What follows belongs to an exercise in optimizing a design on an open flow for small area, a short achievable clock period and few clock cycles per item; a production flow would make more cautious choices.
RTL that was checked went through simulation tests only; none was proved equivalent to the original.
The RTL of runs 2 and 3 was laid out without a check of its function.
Power figures rest on the tool's default switching activity, not on a simulated workload.

### design/flow/design.v
package icache_pkg;
	localparam int OFFSET_W = 4;
	localparam int INDEX_W  = 4;
	localparam int ADDR_W   = 32;
	localparam int TAG_W    = ADDR_W - INDEX_W - OFFSET_W;
	typedef logic [ADDR_W-1:0]   addr_t;
	typedef logic [TAG_W-1:0]    tag_t;
	typedef logic [INDEX_W-1:0]  index_t;
	typedef logic [OFFSET_W-1:0] offset_t;
	typedef logic [31:0]         word_t;
	typedef struct packed {
		tag_t    tag;
		index_t  index;
		offset_t offset;
	} fetch_addr_t;
	typedef struct packed {
		logic valid;
		tag_t tag;
	} tag_entry_t;
	typedef enum logic [1:0] {
		REFILL_IDLE,
		REFILL_REQUEST,
		REFILL_COLLECT,
		REFILL_COMMIT
	} refill_state_t;
endpackage
module icache_tag_ram #(
	parameter int TAG_W   = 24,
	parameter int INDEX_W = 4
) (
	input  logic                   clock_i,
	input  logic                   rst_n_i,
	input  icache_pkg::index_t     rd_index_i,
	output icache_pkg::tag_entry_t rd_entry_o,
	input  logic                   wr_i,
	input  icache_pkg::index_t     wr_index_i,
	input  icache_pkg::tag_entry_t wr_entry_i
);
	localparam int LINES = 2**INDEX_W;
	logic [TAG_W-1:0] tag_mem [LINES];
	logic [LINES-1:0] valid_q;
	logic [TAG_W-1:0] rd_tag_q;
	logic             rd_valid_q;
	always_ff @(posedge clock_i)
	begin
		if (wr_i)
		begin
			tag_mem[wr_index_i] <= wr_entry_i.tag;
		end
		rd_tag_q <= tag_mem[rd_index_i];
	end
	always_ff @(posedge clock_i or negedge rst_n_i)
	begin
		if (!rst_n_i)
		begin
			valid_q    <= '0;
			rd_valid_q <= 1'b0;
		end
		else
		begin
			if (wr_i)
			begin
				valid_q[wr_index_i] <= wr_entry_i.valid;
			end
			rd_valid_q <= valid_q[rd_index_i];
		end
	end
	assign rd_entry_o = {rd_valid_q, rd_tag_q};
endmodule
module icache_data_ram #(
	parameter int INDEX_W  = 4,
	parameter int OFFSET_W = 4
) (
	input  logic                  clock_i,
	input  icache_pkg::index_t    rd_index_i,
	input  logic [OFFSET_W-3:0]   rd_word_i,
	output icache_pkg::word_t     rd_data_o,
	input  logic                  wr_i,
	input  icache_pkg::index_t    wr_index_i,
	input  logic [OFFSET_W-3:0]   wr_word_i,
	input  icache_pkg::word_t     wr_data_i
);
	localparam int ADDR_BITS = INDEX_W + OFFSET_W - 2;
	localparam int DEPTH     = 2**ADDR_BITS;
	icache_pkg::word_t mem [DEPTH];
	logic [ADDR_BITS-1:0] rd_addr;
	logic [ADDR_BITS-1:0] wr_addr;
	assign rd_addr = {rd_index_i, rd_word_i};
	assign wr_addr = {wr_index_i, wr_word_i};
	always_ff @(posedge clock_i)
	begin
		if (wr_i)
		begin
			mem[wr_addr] <= wr_data_i;
		end
		rd_data_o <= mem[rd_addr];
	end
endmodule
module icache_lookup (
	input  logic                    clock_i,
	input  logic                    rst_n_i,
	input  logic                    fetch_i,
	input  icache_pkg::addr_t       fetch_addr_i,
	input  logic                    clear_i,
	input  logic                    miss_i,
	output logic                    s1_valid_o,
	output icache_pkg::fetch_addr_t s1_addr_o,
	output icache_pkg::index_t      tag_rd_index_o
);
	icache_pkg::fetch_addr_t split;
	logic                    accept;
	assign split = icache_pkg::fetch_addr_t'(fetch_addr_i);
	assign tag_rd_index_o = split.index;
	assign accept = fetch_i && !miss_i;
	always_ff @(posedge clock_i or negedge rst_n_i)
	begin
		if (!rst_n_i)
		begin
			s1_valid_o <= 1'b0;
		end
		else if (clear_i)
		begin
			s1_valid_o <= 1'b0;
		end
		else
		begin
			s1_valid_o <= accept;
		end
	end
	always_ff @(posedge clock_i)
	begin
		if (accept)
		begin
			s1_addr_o <= split;
		end
	end
endmodule
module icache_hit_check (
	input  logic                    clock_i,
	input  logic                    rst_n_i,
	input  logic                    s1_valid_i,
	input  icache_pkg::fetch_addr_t s1_addr_i,
	input  icache_pkg::tag_entry_t  entry_i,
	input  logic                    clear_i,
	input  logic                    resolved_i,
	output logic                    s2_valid_o,
	output icache_pkg::fetch_addr_t s2_addr_o,
	output logic                    miss_o,
	output icache_pkg::fetch_addr_t miss_addr_o
);
	logic hit;
	logic new_miss;
	assign hit = entry_i.valid && (entry_i.tag == s1_addr_i.tag);
	assign new_miss = s1_valid_i && !hit && !miss_o;
	always_ff @(posedge clock_i or negedge rst_n_i)
	begin
		if (!rst_n_i)
		begin
			s2_valid_o <= 1'b0;
			miss_o     <= 1'b0;
		end
		else if (clear_i)
		begin
			s2_valid_o <= 1'b0;
			if (resolved_i)
			begin
				miss_o <= 1'b0;
			end
		end
		else
		begin
			s2_valid_o <= s1_valid_i && hit;
			if (new_miss)
			begin
				miss_o <= 1'b1;
			end
		end
	end
	always_ff @(posedge clock_i)
	begin
		if (s1_valid_i && hit)
		begin
			s2_addr_o <= s1_addr_i;
		end
		if (new_miss)
		begin
			miss_addr_o <= s1_addr_i;
		end
	end
endmodule
module icache_refill #(
	parameter int OFFSET_W = 4
) (
	input  logic                    clock_i,
	input  logic                    rst_n_i,
	input  logic                    miss_i,
	input  icache_pkg::fetch_addr_t miss_addr_i,
	input  logic                    mem_rvalid_i,
	input  icache_pkg::word_t       mem_rdata_i,
	output logic                    mem_req_o,
	output icache_pkg::addr_t       mem_line_addr_o,
	output logic                    data_wr_o,
	output icache_pkg::index_t      data_wr_index_o,
	output logic [OFFSET_W-3:0]     data_wr_word_o,
	output icache_pkg::word_t       data_wr_data_o,
	output logic                    tag_wr_o,
	output icache_pkg::index_t      tag_wr_index_o,
	output icache_pkg::tag_entry_t  tag_wr_entry_o,
	output logic                    resolved_o
);
	localparam int WORD_W = OFFSET_W - 2;
	localparam int WORDS  = 2**WORD_W;
	icache_pkg::refill_state_t state_q;
	icache_pkg::refill_state_t state_d;
	logic [WORD_W-1:0]       word_cnt_q;
	icache_pkg::fetch_addr_t line_q;
	logic                    start;
	logic                    last_word;
	assign start     = (state_q == icache_pkg::REFILL_IDLE) && miss_i && !resolved_o;
	assign last_word = word_cnt_q == WORD_W'(WORDS - 1);
	always_comb
	begin
		state_d = state_q;
		case (state_q)
			icache_pkg::REFILL_IDLE:
			begin
				if (start)
				begin
					state_d = icache_pkg::REFILL_REQUEST;
				end
			end
			icache_pkg::REFILL_REQUEST:
			begin
				state_d = icache_pkg::REFILL_COLLECT;
			end
			icache_pkg::REFILL_COLLECT:
			begin
				if (mem_rvalid_i && last_word)
				begin
					state_d = icache_pkg::REFILL_COMMIT;
				end
			end
			default:
			begin
				state_d = icache_pkg::REFILL_IDLE;
			end
		endcase
	end
	always_ff @(posedge clock_i or negedge rst_n_i)
	begin
		if (!rst_n_i)
		begin
			state_q    <= icache_pkg::REFILL_IDLE;
			word_cnt_q <= '0;
			resolved_o <= 1'b0;
		end
		else
		begin
			state_q    <= state_d;
			resolved_o <= state_q == icache_pkg::REFILL_COMMIT;
			if (state_q == icache_pkg::REFILL_REQUEST)
			begin
				word_cnt_q <= '0;
			end
			else if (data_wr_o)
			begin
				word_cnt_q <= word_cnt_q + 1'b1;
			end
		end
	end
	always_ff @(posedge clock_i)
	begin
		if (start)
		begin
			line_q <= miss_addr_i;
		end
	end
	assign mem_req_o       = state_q == icache_pkg::REFILL_REQUEST;
	assign mem_line_addr_o = {line_q.tag, line_q.index, {OFFSET_W{1'b0}}};
	assign data_wr_o       = (state_q == icache_pkg::REFILL_COLLECT) && mem_rvalid_i;
	assign data_wr_index_o = line_q.index;
	assign data_wr_word_o  = word_cnt_q;
	assign data_wr_data_o  = mem_rdata_i;
	assign tag_wr_o       = state_q == icache_pkg::REFILL_COMMIT;
	assign tag_wr_index_o = line_q.index;
	assign tag_wr_entry_o = {1'b1, line_q.tag};
endmodule
module icache_data_read #(
	parameter int OFFSET_W = 4
) (
	input  logic                    clock_i,
	input  logic                    rst_n_i,
	input  logic                    s2_valid_i,
	input  icache_pkg::fetch_addr_t s2_addr_i,
	input  icache_pkg::word_t       rd_data_i,
	input  logic                    clear_i,
	output icache_pkg::index_t      rd_index_o,
	output logic [OFFSET_W-3:0]     rd_word_o,
	output logic                    instr_valid_o,
	output icache_pkg::word_t       instr_o,
	output icache_pkg::addr_t       instr_addr_o
);
	icache_pkg::fetch_addr_t s3_addr_q;
	assign rd_index_o = s2_addr_i.index;
	assign rd_word_o  = s2_addr_i.offset[OFFSET_W-1:2];
	always_ff @(posedge clock_i or negedge rst_n_i)
	begin
		if (!rst_n_i)
		begin
			instr_valid_o <= 1'b0;
		end
		else if (clear_i)
		begin
			instr_valid_o <= 1'b0;
		end
		else
		begin
			instr_valid_o <= s2_valid_i;
		end
	end
	always_ff @(posedge clock_i)
	begin
		if (s2_valid_i)
		begin
			s3_addr_q <= s2_addr_i;
		end
	end
	assign instr_o = rd_data_i;
	assign instr_addr_o = {s3_addr_q.tag, s3_addr_q.index,
		s3_addr_q.offset[OFFSET_W-1:2], 2'b00};
endmodule
module icache_top #(
	parameter int OFFSET_W = icache_pkg::OFFSET_W,
	parameter int INDEX_W  = icache_pkg::INDEX_W,
	parameter int TAG_W    = icache_pkg::ADDR_W - INDEX_W - OFFSET_W
) (
	input  logic                  clock_i,
	input  logic                  rst_n_i,
	input  logic                  fetch_i,
	input  icache_pkg::addr_t     fetch_addr_i,
	input  logic                  flush_i,
	output logic                  instr_valid_o,
	output icache_pkg::word_t     instr_o,
	output icache_pkg::addr_t     instr_addr_o,
	output logic                  miss_o,
	output logic                  mem_req_o,
	output icache_pkg::addr_t     mem_line_addr_o,
	input  logic                  mem_rvalid_i,
	input  icache_pkg::word_t     mem_rdata_i
);
	logic                    s1_valid;
	icache_pkg::fetch_addr_t s1_addr;
	icache_pkg::index_t      tag_rd_index;
	icache_pkg::tag_entry_t  tag_rd_entry;
	logic                    s2_valid;
	icache_pkg::fetch_addr_t s2_addr;
	icache_pkg::fetch_addr_t miss_addr;
	icache_pkg::index_t      data_rd_index;
	logic [OFFSET_W-3:0]     data_rd_word;
	icache_pkg::word_t       data_rd_data;
	logic                    data_wr;
	icache_pkg::index_t      data_wr_index;
	logic [OFFSET_W-3:0]     data_wr_word;
	icache_pkg::word_t       data_wr_data;
	logic                    tag_wr;
	icache_pkg::index_t      tag_wr_index;
	icache_pkg::tag_entry_t  tag_wr_entry;
	logic                    resolved;
	logic                    clear;
	assign clear = flush_i || resolved;
	icache_lookup i_lookup (
		.clock_i        (clock_i),
		.rst_n_i        (rst_n_i),
		.fetch_i        (fetch_i),
		.fetch_addr_i   (fetch_addr_i),
		.clear_i        (clear),
		.miss_i         (miss_o),
		.s1_valid_o     (s1_valid),
		.s1_addr_o      (s1_addr),
		.tag_rd_index_o (tag_rd_index)
	);
	icache_hit_check i_hit_check (
		.clock_i     (clock_i),
		.rst_n_i     (rst_n_i),
		.s1_valid_i  (s1_valid),
		.s1_addr_i   (s1_addr),
		.entry_i     (tag_rd_entry),
		.clear_i     (clear),
		.resolved_i  (resolved),
		.s2_valid_o  (s2_valid),
		.s2_addr_o   (s2_addr),
		.miss_o      (miss_o),
		.miss_addr_o (miss_addr)
	);
	icache_data_read #(.OFFSET_W(OFFSET_W)) i_data_read (
		.clock_i       (clock_i),
		.rst_n_i       (rst_n_i),
		.s2_valid_i    (s2_valid),
		.s2_addr_i     (s2_addr),
		.rd_data_i     (data_rd_data),
		.clear_i       (clear),
		.rd_index_o    (data_rd_index),
		.rd_word_o     (data_rd_word),
		.instr_valid_o (instr_valid_o),
		.instr_o       (instr_o),
		.instr_addr_o  (instr_addr_o)
	);
	icache_tag_ram #(.TAG_W(TAG_W), .INDEX_W(INDEX_W)) i_tag_ram (
		.clock_i    (clock_i),
		.rst_n_i    (rst_n_i),
		.rd_index_i (tag_rd_index),
		.rd_entry_o (tag_rd_entry),
		.wr_i       (tag_wr),
		.wr_index_i (tag_wr_index),
		.wr_entry_i (tag_wr_entry)
	);
	icache_data_ram #(.INDEX_W(INDEX_W), .OFFSET_W(OFFSET_W)) i_data_ram (
		.clock_i    (clock_i),
		.rd_index_i (data_rd_index),
		.rd_word_i  (data_rd_word),
		.rd_data_o  (data_rd_data),
		.wr_i       (data_wr),
		.wr_index_i (data_wr_index),
		.wr_word_i  (data_wr_word),
		.wr_data_i  (data_wr_data)
	);
	icache_refill #(.OFFSET_W(OFFSET_W)) i_refill (
		.clock_i         (clock_i),
		.rst_n_i         (rst_n_i),
		.miss_i          (miss_o),
		.miss_addr_i     (miss_addr),
		.mem_rvalid_i    (mem_rvalid_i),
		.mem_rdata_i     (mem_rdata_i),
		.mem_req_o       (mem_req_o),
		.mem_line_addr_o (mem_line_addr_o),
		.data_wr_o       (data_wr),
		.data_wr_index_o (data_wr_index),
		.data_wr_word_o  (data_wr_word),
		.data_wr_data_o  (data_wr_data),
		.tag_wr_o        (tag_wr),
		.tag_wr_index_o  (tag_wr_index),
		.tag_wr_entry_o  (tag_wr_entry),
		.resolved_o      (resolved)
	);
endmodule
### design/flow/run.sh
#!/bin/bash
# synth_recipe.tcl (not shown) runs the flow's synth.tcl, then flattens the netlist and writes it again
# the make line also repeats each setting of config.mk as NAME=value (left out here)
make -C /OpenROAD-flow-scripts/flow DESIGN_CONFIG=/design/flow/config.mk WORK_HOME=/design/flow/orfs CLKGATE_MAP_FILE= SYNTH_SCRIPT=/design/flow/synth_recipe.tcl finish
### design/flow/config.mk
export PLATFORM = sky130hd
export DESIGN_NAME = icache_top
export DESIGN_NICKNAME = icache_top
export VERILOG_FILES = /design/flow/design.v
export SDC_FILE = /design/flow/constraint.sdc
export NUM_CORES = 4
export LEC_CHECK = 0
export CAP_MARGIN = 20
export CORE_MARGIN = 2
export CORE_UTILIZATION = 40
export SLEW_MARGIN = 20
### design/flow/constraint.sdc
create_clock -name core_clock -period 4.0 [get_ports {clock_i}]
set_input_delay 0.8000 -clock core_clock [delete_from_list [all_inputs] [get_ports {clock_i}]]
set_output_delay 0.8000 -clock core_clock [all_outputs]
set_load 0.01 [all_outputs]
==> summary.txt, run 1 <==
- Outcome: no timing/DRC/antenna violations
- Final hold vios: 0
- Minimum clock period after layout: around 3.2 ns
- Worst path slowest cell: edfxtp_1
- Multiplexer share of the synthesized area: 15.4%
- PD cells: around 500 nW/um2
- Layout Area Growth over Synthesis: 16.5%
- Compound-Gate Fraction of Synth Area: 2.33%
- R2R setup slack: 0.85 ns
- DP Wirelength: around 140000 um
- Synth Cell Area: 100000 um2
- Nets: 4832
- Main combinational cell family by area after synthesis: multiplexers
- Die area: 254000 um2
- Achievable Freq: 0.311 GHz
- DRC violation total after the first TritonRoute iteration: 5273
- Die Ht: 504 um
- WL/cell: ~30 um
- Main synth FF type: edfxtp_1
- First-pass detailed-route iteration total: 5
- Setup TNS: 0 ns
- Cell count after synthesis: 4277
- Post-route ant nets: 0
- Most common cell in the netlist: edfxtp_1
- Synth Area per Inst: around 23 um2
- Buffers on Ports: 159
- Leakage power figure: 36.8 nW
- Post-Synth Adder-Cell Area: less than 1%
- Reg2reg end: i_data_ram.rd_data_o[22]
- Worst hold slack: 0.240 ns
- Synth Register Bits: 2660
- Max incr delay on CP: 0.80 ns
- Total design power: 58.7 mW
- RePlAce Congestion: roughly 0.78
- XOR/XNOR Fraction of Synth Area: 0.227%
- Inserted Clock Buffers: roughly 290
- First-pass GRT wire length: 356000 um
- Ratio of final minimum period to clock period: 80.3%
- CTS root buf: clkbuf_16
- EDFF count, synth: 2578
- Cell taking the most area after synthesis: edfxtp_1
- Setup bufs post-CTS: 0
- Sequential-to-total area share from yosys stat: 79.1%
- Most frequent cells after synthesis: 2578 x edfxtp_1, 591 x mux4_2, 127 x mux2i_1
- Reg2reg start: i_hit_check.s2_addr_o[7]
- Final clock skew: 0.0783 ns
- CTS tree: yes
- Number of synthesis warnings: 6
- Util after Layout: between 40% and 50%
- Wire length on met1: about 100000 um
- Synth area leaders: edfxtp_1 77%, mux4_2 13%, mux2i_1 1.3%, dfxtp_1 1.1%, dfrtp_1 0.65%
- Peak supply drop: 464 uV
- Worst Path Required: between 3 and 4 ns
- Slew HR: 28.6%
- Drt drc: 0
- Worst Tran Pin Value: 1.07 ns
- Crit Path Class: reg -> out
- Slew Viols, Final: 0
- Cell depth of the worst flop-to-flop path: 6
- Ordered list of cells on the worst path: clkdlybuf4s50_1
- Synth unique cells: 62
- CP top delay family: flip-flops
- Total number of H-tree levels: 5
- DR top layer: met4
- Core ar.: 249000 um2
- Clk slew on worst S/H paths: 0.06 ns
- Drt total wl: roughly 250000 um
- Rows: 183
- Crit path from: i_refill.line_q[17]
- Post_cts resized: 0
- Vias: about 47k
- Min-Delay Path Class: in -> async
- Critical Path Stages: 1
- Die width: 504 um
- GRT Total Usage: 19.4%
- Clk sinks: 2660
- Crit Path Max Fanout: 17
- Total gr overflow: 0
- CTS Hold Bufs: 0
- Vias per inst: 5.67
- Unrepaired setup endpoints after global routing: false
- Setup-failing EPs final: 0
- Initial Util: 40.3%
- Initial antenna violation count: 9
- Share of the synthesized area in the top cell type: around 77%
- Routed length on met3: 16700 um
- Ratio of cells with drive above 1 in the final layout: 27.8%
- Vias in the first global route: between 40k and 50k
- Critical path arrival: 2.41 ns
- Nature of the critical path startpoint: flop
- CTS max path bufs: 4
- Largest net degree at the start of global routing: 65
- Routed length on met2: 122000 um
- Synth async-reset ratio: 0.977%
- Simple-gate portion of the synthesized area: 1.30%
- CP Buf/Inv Count: 1
- Setup crit end kind: output pin
- Worst-Skew Late Latency: between 0.9 and 1 ns
- Max_cap viols: 0
- Boundary pin count: 168
==> metrics by stage <==
| step | setup slack, ns | cell area, um2 | std cells |
|---|---|---|---|
| 6_report | 0.787 | 117000 | 8297 |
| 3_5_place_dp | 0.525 | 108000 | 7791 |
| 5_1_grt | 0.666 | 117000 | 8295 |
| 3_3_place_gp | 0.500 | 108000 | 7790 |
| 2_1_floorplan | 0.598 | 100000 | 4282 |
| 4_1_cts | 0.741 | 117000 | 8292 |
==> logic make-up after synthesis <==
kind of cell / count (synthesis)
other: 1
XOR/XNOR: 26
buffers and inverters: 238
flip-flops: 2660
multiplexers: 765
adder cells (fa/ha/maj): 11
AO/OA/AOI/OAI: 298
AND/OR/NAND/NOR: 278
==> area by class of cell <==
type,count,area (um2)
Clock inverter,113,890
Clock buffer,388,7920
Tap cell,3330,4170
Sequential cell,2660,79200
Inverter,11,41.3
Multi-Input combinational cell,1384,20100
Timing Repair Buffer,406,4320
Fill cell,20300,132000
Antenna cell,5,12.5
==> routing by layer <==
layer / vias up / global-route usage (%)
li1: 19200 / -
met1: 25700 / 27.2
met2: 1742 / 31.7
met3: 349 / 3.34
met4: 0 / 4.89
met5: - / 0
==> flip-flops by register name (all words and copies together), names as in the netlist, 28 cells and up <==
register	cells
i_data_ram.rd_data_o	32
i_hit_check.miss_addr_o	28
i_lookup.s1_addr_o	30
i_hit_check.s2_addr_o	30
i_tag_ram.tag_mem	384
i_data_ram.mem	2048
i_data_read.s3_addr_q	30
i_refill.line_q	28
==> layout by cell type, fill, tap and decap left out, drive strengths merged, types with 7 or more instances in the layout <==
cell	Yosys	layout
a22o	46	46
clkdlybuf4s50	0	123
o221ai	20	20
nor2b	30	30
nand2	66	66
inv	11	18
a21oi	43	43
ha	11	11
mux2	27	27
a221oi	69	69
a21o	10	10
mux2i	127	127
dfrtp	26	26
clkinv	0	90
o22ai	26	26
buf	158	282
bufinv	0	14
dfxtp	56	56
o21ai	14	14
a211oi	7	7
xor2	22	22
edfxtp	2578	2578
nor2	97	97
nand3	29	29
a31oi	10	10
mux4	611	611
nor4	13	13
nand2b	12	12
a211o	11	11
nor3	8	8
clkbuf	69	389
==> where the power goes <==
part | switching [mW] | internal (mW) | total [mW] | leakage, nW
clock network | 10.3 | 14.7 | 25.1 | 4.32
registers | 0.405 | 31.3 | 31.7 | 24.0
logic | 1.29 | 0.628 | 1.91 | 8.43
total | 12.0 | 46.7 | 58.7 | 36.8
==> worst max path at each step <==
stage                                   to  slack [ns]
5_1_grt                          mem_req_o        0.67
6_report               mem_line_addr_o[17]        0.79
4_1_cts                mem_line_addr_o[17]        0.74
2_1_floorplan  i_hit_check.miss_addr_o[10]        0.60
3_5_place_dp         i_data_ram.mem[16][6]        0.52
3_3_place_gp        i_data_ram.mem[16][13]        0.50
Testbench counts, summed over its fixed seeds: cycles 65,473, items 32,000.
==> inputs of run 2 (changes only) <==
==> design/flow/design.v (replaced) <==
package icache_pkg;
	localparam int OFFSET_W = 4;
	localparam int INDEX_W  = 4;
	localparam int ADDR_W   = 32;
	localparam int TAG_W    = ADDR_W - INDEX_W - OFFSET_W;
	typedef logic [ADDR_W-1:0]   addr_t;
	typedef logic [TAG_W-1:0]    tag_t;
	typedef logic [INDEX_W-1:0]  index_t;
	typedef logic [OFFSET_W-1:0] offset_t;
	typedef logic [31:0]         word_t;
	typedef struct packed {
		tag_t    tag;
		index_t  index;
		offset_t offset;
	} fetch_addr_t;
	typedef struct packed {
		logic valid;
		tag_t tag;
	} tag_entry_t;
	typedef enum logic [1:0] {
		REFILL_IDLE,
		REFILL_REQUEST,
		REFILL_COLLECT,
		REFILL_COMMIT
	} refill_state_t;
endpackage
module icache_top #(
	parameter int OFFSET_W = icache_pkg::OFFSET_W,
	parameter int INDEX_W  = icache_pkg::INDEX_W,
	parameter int TAG_W    = icache_pkg::ADDR_W - INDEX_W - OFFSET_W
) (
	input  logic                  clock_i,
	input  logic                  rst_n_i,
	input  logic                  fetch_i,
	input  icache_pkg::addr_t     fetch_addr_i,
	input  logic                  flush_i,
	output logic                  instr_valid_o,
	output icache_pkg::word_t     instr_o,
	output icache_pkg::addr_t     instr_addr_o,
	output logic                  miss_o,
	output logic                  mem_req_o,
	output icache_pkg::addr_t     mem_line_addr_o,
	input  logic                  mem_rvalid_i,
	input  icache_pkg::word_t     mem_rdata_i
);
	localparam int CAP = 31;
	localparam int LOW = 4;
	logic [4:0]  n_q;      
	logic        busy_q;   
	logic        lm_q;     
	logic        miss_q;
	logic [29:0] h_q;      
	logic [1:0]  wc_q;     
	logic        acc;
	logic        seq;
	logic        start;
	logic        good;
	logic        bad;
	logic        ready;
	logic        deliver;
	logic        endw;
	logic        wrap;
	logic        req;
	logic        lost;
	logic [4:0]  n_d;
	logic [29:0] sa;
	logic [29:0] sb;
	logic [29:0] sk;
	logic [29:0] cr;
	logic [29:0] co;
	assign sa = h_q;
	assign sb = {25'd0, n_q};
	assign sk = fetch_addr_i[31:2];
	assign cr = sa ^ sb ^ sk;
	assign co = (sa & sb) | (sa & cr) | (sb & cr);
	assign seq = (cr == {co[28:0], 1'b0});
	assign acc   = fetch_i && !miss_q && !flush_i;
	assign start = acc && (n_q == '0);
	assign good  = acc && ((n_q == '0) || seq);
	assign bad   = acc && (n_q != '0) && !seq;
	assign ready   = busy_q && lm_q && (n_q != '0) && (h_q[1:0] == wc_q);
	assign deliver = mem_rvalid_i && ready;
	assign endw    = mem_rvalid_i && (wc_q == 2'd3);
	assign wrap    = &h_q[LOW+1:2];
	assign req  = (!busy_q && (n_q != '0))
		|| (endw && (lm_q ? (deliver && (n_q > 5'd1) && !wrap) : (n_q != '0)));
	assign lost = endw && lm_q && (n_q != '0) && !deliver;
	assign n_d = (flush_i || lost) ? '0 : n_q + 5'(good) - 5'(deliver);
	assign mem_req_o       = req;
	assign mem_line_addr_o = {h_q[29:LOW+2], h_q[LOW+1:2] + LOW'(lm_q), 4'b0000};
	assign instr_valid_o   = deliver;
	assign instr_o         = mem_rdata_i;
	assign instr_addr_o    = {h_q, 2'b00};
	assign miss_o          = miss_q;
	always_ff @(posedge clock_i or negedge rst_n_i)
	begin
		if (!rst_n_i)
		begin
			n_q    <= '0;
			busy_q <= 1'b0;
			lm_q   <= 1'b0;
			miss_q <= 1'b0;
		end
		else
		begin
			n_q <= n_d;
			if (req)
			begin
				busy_q <= 1'b1;
			end
			else if (endw)
			begin
				busy_q <= 1'b0;
			end
			if (start)
			begin
				lm_q <= 1'b0;
			end
			else if (req)
			begin
				lm_q <= 1'b1;
			end
			else if (endw)
			begin
				lm_q <= 1'b0;
			end
			if (flush_i)
			begin
				miss_q <= 1'b0;
			end
			else if (miss_q)
			begin
				miss_q <= n_d != '0;
			end
			else
			begin
				miss_q <= bad || lost || (n_d >= 5'(CAP));
			end
		end
	end
	always_ff @(posedge clock_i)
	begin
		if (start)
		begin
			h_q <= fetch_addr_i[31:2];
		end
		else if (deliver)
		begin
			h_q <= h_q + 30'd1;
		end
		if (req)
		begin
			wc_q <= '0;
		end
		else if (mem_rvalid_i)
		begin
			wc_q <= wc_q + 2'd1;
		end
	end
endmodule
--- a/design/flow/config.mk
+++ b/design/flow/config.mk
@@ -7,2 +7,3 @@
 export LEC_CHECK = 0
+export ABC_CLOCK_PERIOD_IN_PS = 2000
 export CAP_MARGIN = 20
@@ -10,2 +11,3 @@
 export CORE_UTILIZATION = 40
+export SETUP_SLACK_MARGIN = 1.9
 export SLEW_MARGIN = 20
==> summary.txt, run 2 <==
- Initial Util: 41.1% (+0.85 points)
- Total number of H-tree levels: 2 (-3)
- Largest register FFs: 30 (-99%)
- DP Wirelength: 6890 um (-95%)
- Die Ht: 101 um (-80%)
- Synth Register Bits: 40 (-98%)
- Peak supply drop: 395 uV (-15%)
- Leakage power figure: 2.92 nW (-92%)
- Cell count after synthesis: 418 (-90%)
- Hold Path Depth: 1
- Unrepaired setup endpoints after global routing: true
- Worst Path Required: 4.19 ns (+0.99 ns)
- R2R setup slack: 0.39 ns (-0.46 ns)
- Achievable Freq: 0.269 GHz (-14%)
- Rows: 35 (-81%)
- Share of the synthesized area in the top cell type: 23.8% (-53 points)
- Total gr overflow: 0 (unchanged)
- CTS max path bufs: 2 (-2)
- Critical path arrival: 3.91 ns (+1.50 ns)
- Max_cap viols: 0 (unchanged)
- Switch Pwr: 1.48 mW (-88%)
- Minimum clock period after layout: 3.72 ns (+0.504 ns)
- Vias in the first global route: 3187 (-93%)
- Initial antenna violation count: 0 (-9)
- Synth unique cells: 43 (-31%)
- GR Util met2: 35.8% (+4.0 points)
- WL/cell: 16.6 um (-45%)
- Boundary pin count: 168 (unchanged)
- Hold Path Sink: miss_q
- CTS Hold Bufs: 0 (unchanged)
- GRT Total Usage: 19.8% (+0.33 points)
- PD cells: 625 nW/um2 (+24%)
- Final hold vios: 0 (unchanged)
- Crit Path Class: in -> reg
- N_diodes: 0 (-5)
- Sw frac: 40.9% (+20 points)
- Top Registers: h_q: 30 flops, n_q: 5 flops, wc_q: 2 flops
- Min-Delay Path Class: reg -> reg
- Vias per inst: 5.03 (-11%)
- Setup crit end kind: flop
- Clk slew on worst S/H paths: 0.07 ns (about the same)
- First-pass GRT wire length: 15900 um (-96%)
- Final clock skew: 0.0110 ns (-0.0673 ns)
- Storage cell area: 1140 um2 (-99%)
- Vias: 3337 (-93%)
- Synth Area per Inst: 9.05 um2 (-61%)
- Most frequent cells after synthesis: 62 x buf_4, 39 x nor2_1, 39 x xor2_1
- Commonest non-fill, non-tap cell in the layout: buf_4
- Filler instances: 786 (-96%)
- Number of synthesis warnings: 1 (-5)
- Core ar.: 9200 um2 (-96%)
- Die area: 10200 um2 (-96%)
- Nets: 663 (-86%)
- Setup-failing EPs final: 0 (unchanged)
- Synth area leaders: edfxtp_1 24%, buf_4 12%, ha_1 12%, xor2_1 9.0%, xnor2_1 6.3%
- EDFF count, synth: 30 (-99%)
- DP Area: 4550 um2 (-96%)
- Routing usage on met1: 24.5% (-2.7 points)
- Crit Path Max Fanout: 2 (-15)
- Cell depth of the worst flop-to-flop path: 16 (+10)
- Layout Area Growth over Synthesis: 52.6%
- Main synth FF type: edfxtp_1
- CTS root buf: clkbuf_8
- Reg2reg start: n_q[4]
- Largest net degree at the start of global routing: 31 (-52%)
- Buffers on Ports: 95 (-40%)
- Synth Cell Area: 3780 um2 (-96%)
- Multi-input logic area: 2410 um2 (-88%)
- Sequential-to-total area share from yosys stat: 30.2% (-49 points)
- Drt total wl: 11000 um (-96%)
- Worst-Skew Late Latency: 0.30 ns (-0.65 ns)
- Pint: 2.13 mW (-95%)
- Combinational power share: 69.4% (+66 points)
- Most frequent cells in the layout: 82 x buf_4, 54 x dlymetal6s2s_1, 36 x nor2_1
- Ratio of final minimum period to clock period: 92.9% (+13 points)
- Die width: 101 um (-80%)
- Outcome: no timing/DRC/antenna violations
- Ratio of cells with drive above 1 in the final layout: 35.5% (+7.7 points)
- Synth async-reset ratio: 20.0% (+19 points)
- First-pass detailed-route iteration total: 4 (-1)
- Cell taking the most area after synthesis: edfxtp_1
- Met3 usage: 3.80% (+0.46 points)
- HP Start: miss_q
- Nature of the critical path startpoint: input port
- Util after Layout: 62.8% (+16 points)
- Sequential power share: 23.1% (-31 points)
- Most common cell in the netlist: buf_4
- Slew Viols, Final: 0 (unchanged)
- Largest register by flop count: h_q
- Post-route ant nets: 0 (unchanged)
- Clk pwr share: 7.4% (-35 points)
- DRC violation total after the first TritonRoute iteration: 145 (-97%)
- Total design power: 3.61 mW (-94%)
- Finished Cell Area: 5770 um2 (-95%)
- Reg2reg end: miss_q
- Drt drc: 0 (unchanged)
- RePlAce Congestion: 0.779 (+0.44%)
- Inserted Clock Buffers: 5 (-98%)
- Clk sinks: 40 (-98%)
- Gr busiest metal: met2
- CTS tree: yes
## run 2: worst max-delay path by stage
| stage | from | to | slack (ns) | cells after the start |
|---|---|---|---|---|
| final | fetch_addr_i[18] | miss_q | 0.28 | 18 |
| after global routing | fetch_addr_i[6] | miss_q | 0.08 | 18 |
| after CTS | fetch_addr_i[6] | miss_q | 0.26 | 19 |
| after detailed placement | fetch_addr_i[6] | miss_q | -0.59 | 19 |
| after global placement | fetch_addr_i[6] | miss_q | -0.55 | 19 |
| after floorplan | fetch_addr_i[6] | miss_q | 0.32 | 16 |
## run 2: power groups by stage
stage	registers (mW)	logic, mW	clock network (mW)
final	0.835	2.51	0.269
after global routing	0.851	2.72	0.291
after CTS	0.873	2.13	0.272
after detailed placement	0.855	1.68	0
after global placement	0.846	1.65	0
after floorplan	0.870	1.05	0
## run 2: critical path, stage by stage
cell,delay [ns]
clkdlybuf4s15_2,0.19
inv_1,0.04
ha_1,0.30
xor2_1,0.17
nand4_1,0.16
nor4_2,0.30
nand3_2,0.13
nand2_1,0.10
nand2_1,0.05
ha_1,0.29
inv_2,0.04
ha_4,0.15
fa_2,0.33
buf_4,0.15
xor2_2,0.14
nor4_1,0.28
nor3_1,0.07
a221oi_1,0.24
## run 2: cells by family after synthesis
family                   share of synthesized area, %
AND/OR/NAND/NOR                                  16.5
buffers and inverters                            16.6
XOR/XNOR                                         15.3
adder cells (fa/ha/maj)                          15.1
AO/OA/AOI/OAI                                    5.69
flip-flops                                       30.2
multiplexers                                    0.563
other                                          0.0992
## run 2: area by class of cell
| class | instances | area share, % |
|---|---|---|
| sequential | 40 | 19.8 |
| tap | 111 | 2.41 |
| multi-input combinational | 280 | 41.8 |
| timing repair buffer | 188 | 32.0 |
| inverter | 37 | 2.62 |
| clock buffer | 6 | 1.26 |
| clock inverter | 1 | 0.0867 |
## run 2: layer usage
| metal | vias up | wire (um) |
|---|---|---|
| met2 | 124 | 5700 |
| met3 | 12 | 656 |
| met1 | 1604 | 4560 |
| met5 | - | 0 |
| li1 | 1597 | - |
| met4 | 0 | 113 |
## run 2: repair_timing
item | 4_1_cts | 5_1_grt
gates resized for setup | 139 | 90
setup buffers | 22 | 55
gates cloned | 3 | 1
endpoints found under the setup margin | 125 | 128
pin swaps | 53 | 24
## run 2: metrics by stage
step	cells	setup TNS [ns]	setup WS, ns	hold slack, ns
final	663	0	0.283	0.545
after global routing	663	0	0.0824	0.579
after CTS	607	0	0.263	0.557
after detailed placement	575	-0.974	-0.590	0.524
after global placement	575	-0.892	-0.552	0.532
after floorplan	423	0	0.320	0.504
==> inputs of run 3 (changes only) <==
==> design/flow/flow/run.sh (new file) <==
#!/bin/bash
# own flow: the standard layout, with port buffers of a plain buffer cell
set -o pipefail
cp standard.sh standard.sh.txt 2>/dev/null
cp config.mk config.mk.txt
export BUFFER_PORTS_ARGS="-buffer_cell sky130_fd_sc_hd__buf_2"
bash standard.sh > standard.log 2>&1
==> design/flow/standard.sh (new file) <==
#!/bin/bash
# synth_recipe.tcl (not shown) runs the flow's synth.tcl, then flattens the netlist and writes it again
# the make line also repeats each setting of config.mk as NAME=value (left out here)
make -C /OpenROAD-flow-scripts/flow DESIGN_CONFIG=/design/flow/config.mk WORK_HOME=/design/flow/orfs CLKGATE_MAP_FILE= SYNTH_SCRIPT=/design/flow/synth_recipe.tcl "${@:-finish}"
--- a/design/flow/config.mk
+++ b/design/flow/config.mk
@@ -7,3 +7,2 @@
 export LEC_CHECK = 0
-export ABC_CLOCK_PERIOD_IN_PS = 2000
 export CAP_MARGIN = 20
@@ -11,3 +10,2 @@
 export CORE_UTILIZATION = 40
-export SETUP_SLACK_MARGIN = 1.9
 export SLEW_MARGIN = 20
removed: design/flow/run.sh
==> summary.txt, run 3 <==
- Reg2reg end: miss_q
- Total design power: 2.72 mW (-25%)
- Largest net degree at the start of global routing: 61 (+97%)
- Synth async-reset ratio: 20.0% (unchanged)
- Worst path slowest cell: fa_1
- Max_cap viols: 0 (unchanged)
- Max incr delay on CP: 0.51 ns (+0.18 ns)
- DP Area: 4050 um2 (-11%)
- Vias per inst: 4.91 (-2.4%)
- DRC violation total after the first TritonRoute iteration: 96 (-34%)
- Final clock skew: 0.0169 ns (+0.00591 ns)
- Post-route ant nets: 0 (unchanged)
- Achievable Freq: 0.257 GHz (-4.6%)
- DP Wirelength: 6600 um (-4.1%)
- Initial antenna violation count: 0 (unchanged)
- Total number of H-tree levels: 2 (unchanged)
- Setup crit end kind: flop
- Final hold vios: 0 (unchanged)
- Critical path arrival: 4.08 ns (+0.17 ns)
- Ratio of cells with drive above 1 in the final layout: 30.1% (-5.4 points)
- Minimum clock period after layout: 3.89 ns (+0.177 ns)
- Slew Viols, Final: 0 (unchanged)
- Die Ht: 101 um (unchanged)
- CTS root buf: clkbuf_8
- R2R setup slack: 0.25 ns (-0.14 ns)
- Outcome: no timing/DRC/antenna violations
- N_diodes: 0 (unchanged)
- Synth Cell Area: 3780 um2 (unchanged)
- CTS max path bufs: 2 (unchanged)
- Inserted Clock Buffers: 5 (unchanged)
- Number of synthesis warnings: 1 (unchanged)
- Commonest non-fill, non-tap cell in the layout: buf_2
- Ordered list of cells on the worst path: buf_8 -> inv_4 -> fa_1 -> xor2_1 -> nand4_1 -> nor4_2 -> nand3_1 -> nand2_1 -> nand2_1 -> ha_1 -> inv_2 -> ha_4 -> fa_2 -> nand2b_1 -> a21oi_2 -> xor2_2 -> nor4_2 -> nor3_1 -> a221oi_1
- Total gr overflow: 0 (unchanged)
- Unrepaired setup endpoints after global routing: true
- Leakage power figure: 1.97 nW (-32%)
- Vias: 2880 (-14%)
- Synth Area per Inst: 9.05 um2 (unchanged)
- Drt drc: 0 (unchanged)
- Most frequent cells in the layout: 93 x buf_2, 39 x nor2_1, 37 x xor2_1
- GRT Total Usage: 15.9% (-3.8 points)
- Rows: 35 (unchanged)
- Drt total wl: 8370 um (-24%)
- Synth Register Bits: 40 (unchanged)
- Crit Path Class: in -> reg
- Top Registers: h_q: 30 flops, n_q: 5 flops, wc_q: 2 flops
- Cell taking the most area after synthesis: edfxtp_1
- PD cells: 641 nW/um2 (+2.5%)
- Synth unique cells: 43 (unchanged)
- Core ar.: 9200 um2 (unchanged)
- Clk sinks: 40 (unchanged)
- Vias in the first global route: 2694 (-15%)
- Largest register FFs: 30 (unchanged)
- EDFF count, synth: 30 (unchanged)
- CP Buf/Inv Count: 3 (-1)
- Nets: 585 (-12%)
- Reg2reg start: h_q[1]
- Cell count after synthesis: 418 (unchanged)
- Worst Tran Pin Value: 1.01 ns
- Most frequent cells after synthesis: 62 x buf_4, 39 x nor2_1, 39 x xor2_1
- Share of the synthesized area in the top cell type: 23.8% (unchanged)
- Layout Area Growth over Synthesis: 12.1%
- Largest register by flop count: h_q
- First-pass detailed-route iteration total: 4 (unchanged)
- Most common cell in the netlist: buf_4
- CP top delay family: adder cells
- Ratio of final minimum period to clock period: 97.4% (+4.4 points)
- First-pass GRT wire length: 12900 um (-19%)
- RePlAce Congestion: 0.816 (+4.8%)
- Worst Path Required: 4.18 ns (about the same)
- Setup-failing EPs final: 0 (unchanged)
- Peak supply drop: 536 uV (+36%)
- Crit Path Max Fanout: 3 (+1)
- Synth area leaders: edfxtp_1 24%, buf_4 12%, ha_1 12%, xor2_1 9.0%, xnor2_1 6.3%
- Die area: 10200 um2 (unchanged)
- Worst-Skew Late Latency: 0.30 ns (about the same)
- Slew HR: between 30% and 40%
- Die width: 101 um (unchanged)
- Clk slew on worst S/H paths: 0.08 ns (about the same)
- Buffers on Ports: 95 (unchanged)
- Min-Delay Path Class: in -> async
- Boundary pin count: 168 (unchanged)
- Sequential-to-total area share from yosys stat: 30.2% (unchanged)
- Cell depth of the worst flop-to-flop path: 17 (+1)
- Main synth FF type: edfxtp_1
- Initial Util: 41.1% (unchanged)
- Finished Cell Area: 4240 um2 (-27%)
- CTS tree: yes
- WL/cell: 14.3 um (-14%)
- Nature of the critical path startpoint: input port
run 3: worst max path at each step:
stage	cells past startpoint	endpoint	from
after floorplan	18	miss_q	fetch_addr_i[3]
after global placement	19	miss_q	fetch_addr_i[3]
after detailed placement	19	miss_q	fetch_addr_i[6]
after CTS	19	miss_q	fetch_addr_i[6]
after global routing	19	miss_q	fetch_addr_i[3]
final	19	miss_q	fetch_addr_i[3]
run 3: metrics by stage:
| stage | setup TNS (ns) | util (%) | hold WS [ns] | std cells | setup WS [ns] |
|---|---|---|---|---|---|
| finish | 0 | 46.1 | 0.345 | 586 | 0.105 |
| global route | -0.0923 | 46.1 | 0.342 | 586 | -0.0923 |
| CTS | 0 | 45.2 | 0.341 | 585 | 0.0115 |
| detailed placement | -0.385 | 44.1 | 0.505 | 577 | -0.385 |
| global placement | -0.244 | 44.1 | 0.494 | 577 | -0.244 |
| floorplan | 0 | - | 0.473 | 423 | 0.122 |
run 3: power breakdown:
part	internal (mW)	switching, mW
registers	0.658	0.154
clock network	0.182	0.148
logic	0.703	0.871
run 3: area by class of cell:
class | instances | area (um2)
tap | 111 | 139
fill | 931 | 4960
sequential | 40 | 1140
clock buffer | 5 | 68.8
inverter | 37 | 141
multi-input combinational | 278 | 2090
clock inverter | 3 | 37.5
timing repair buffer | 112 | 619
run 3: layer usage:
metal  vias up  global-route usage (%)  wire (um)
met5         -                       0          0
met4         0                    2.91         55
met2        92                    28.3       4200
li1       1437                       -          -
met1      1345                    20.6       3630
met3         6                    2.69        481
run 3: cells by family (layout without fill, tap and decap cells):
kind of cell	Yosys count	after routing	share of synthesized area, %
multiplexers	2	2	0.563
adder cells (fa/ha/maj)	42	42	15.1
AO/OA/AOI/OAI	40	40	5.69
other	1	6	0.0992
AND/OR/NAND/NOR	122	122	16.5
buffers and inverters	105	157	16.6
flip-flops	40	40	30.2
XOR/XNOR	66	66	15.3
run 3: timing repair:
| item | in CTS | in global routing |
|---|---|---|
| hold buffers | 0 | 0 |
| setup endpoints to repair | 1 | 1 |
| pin swaps | 1 | 17 |
| gates resized for setup | 0 | 17 |
| buffers inserted | 0 | 1 |

## afterwards: timing with drivers on the ports
The flow's constraints put no driver on any port. The routed layouts listed below were extracted and timed again, unchanged, in two steps.
Step 1 sets driving cells, clkbuf_16 on the clock port and buf_2 on the other inputs (assumed; they add their load-dependent delay and slew).
Step 2 adds t to the input delays and takes it off the output delays; t is the mean of the earliest and latest rising clock arrival at the registers after step 1. Input paths then give back, and output paths get back, about the clock's delay inside the block.
a / b / c = no drivers / after step 1 / after step 2; a / b = the first two.
run | t, ns | slack for setup (ns) | pins driven straight from the clock port
run 1 | 0.995 | 0.787 / 0.695 / 0.314 | 1
run 2 | 0.323 | 0.283 / 0.264 / -0.058 | 1
run 3 | 0.318 | 0.105 / 0.083 / -0.234 | 1
With both steps, setup timing fails in run 2 and run 3, where it was met with ideal ports. For run 1, which loses most, drivers alone change the setup slack by -0.092 ns; drivers and shift together by -0.473 ns.
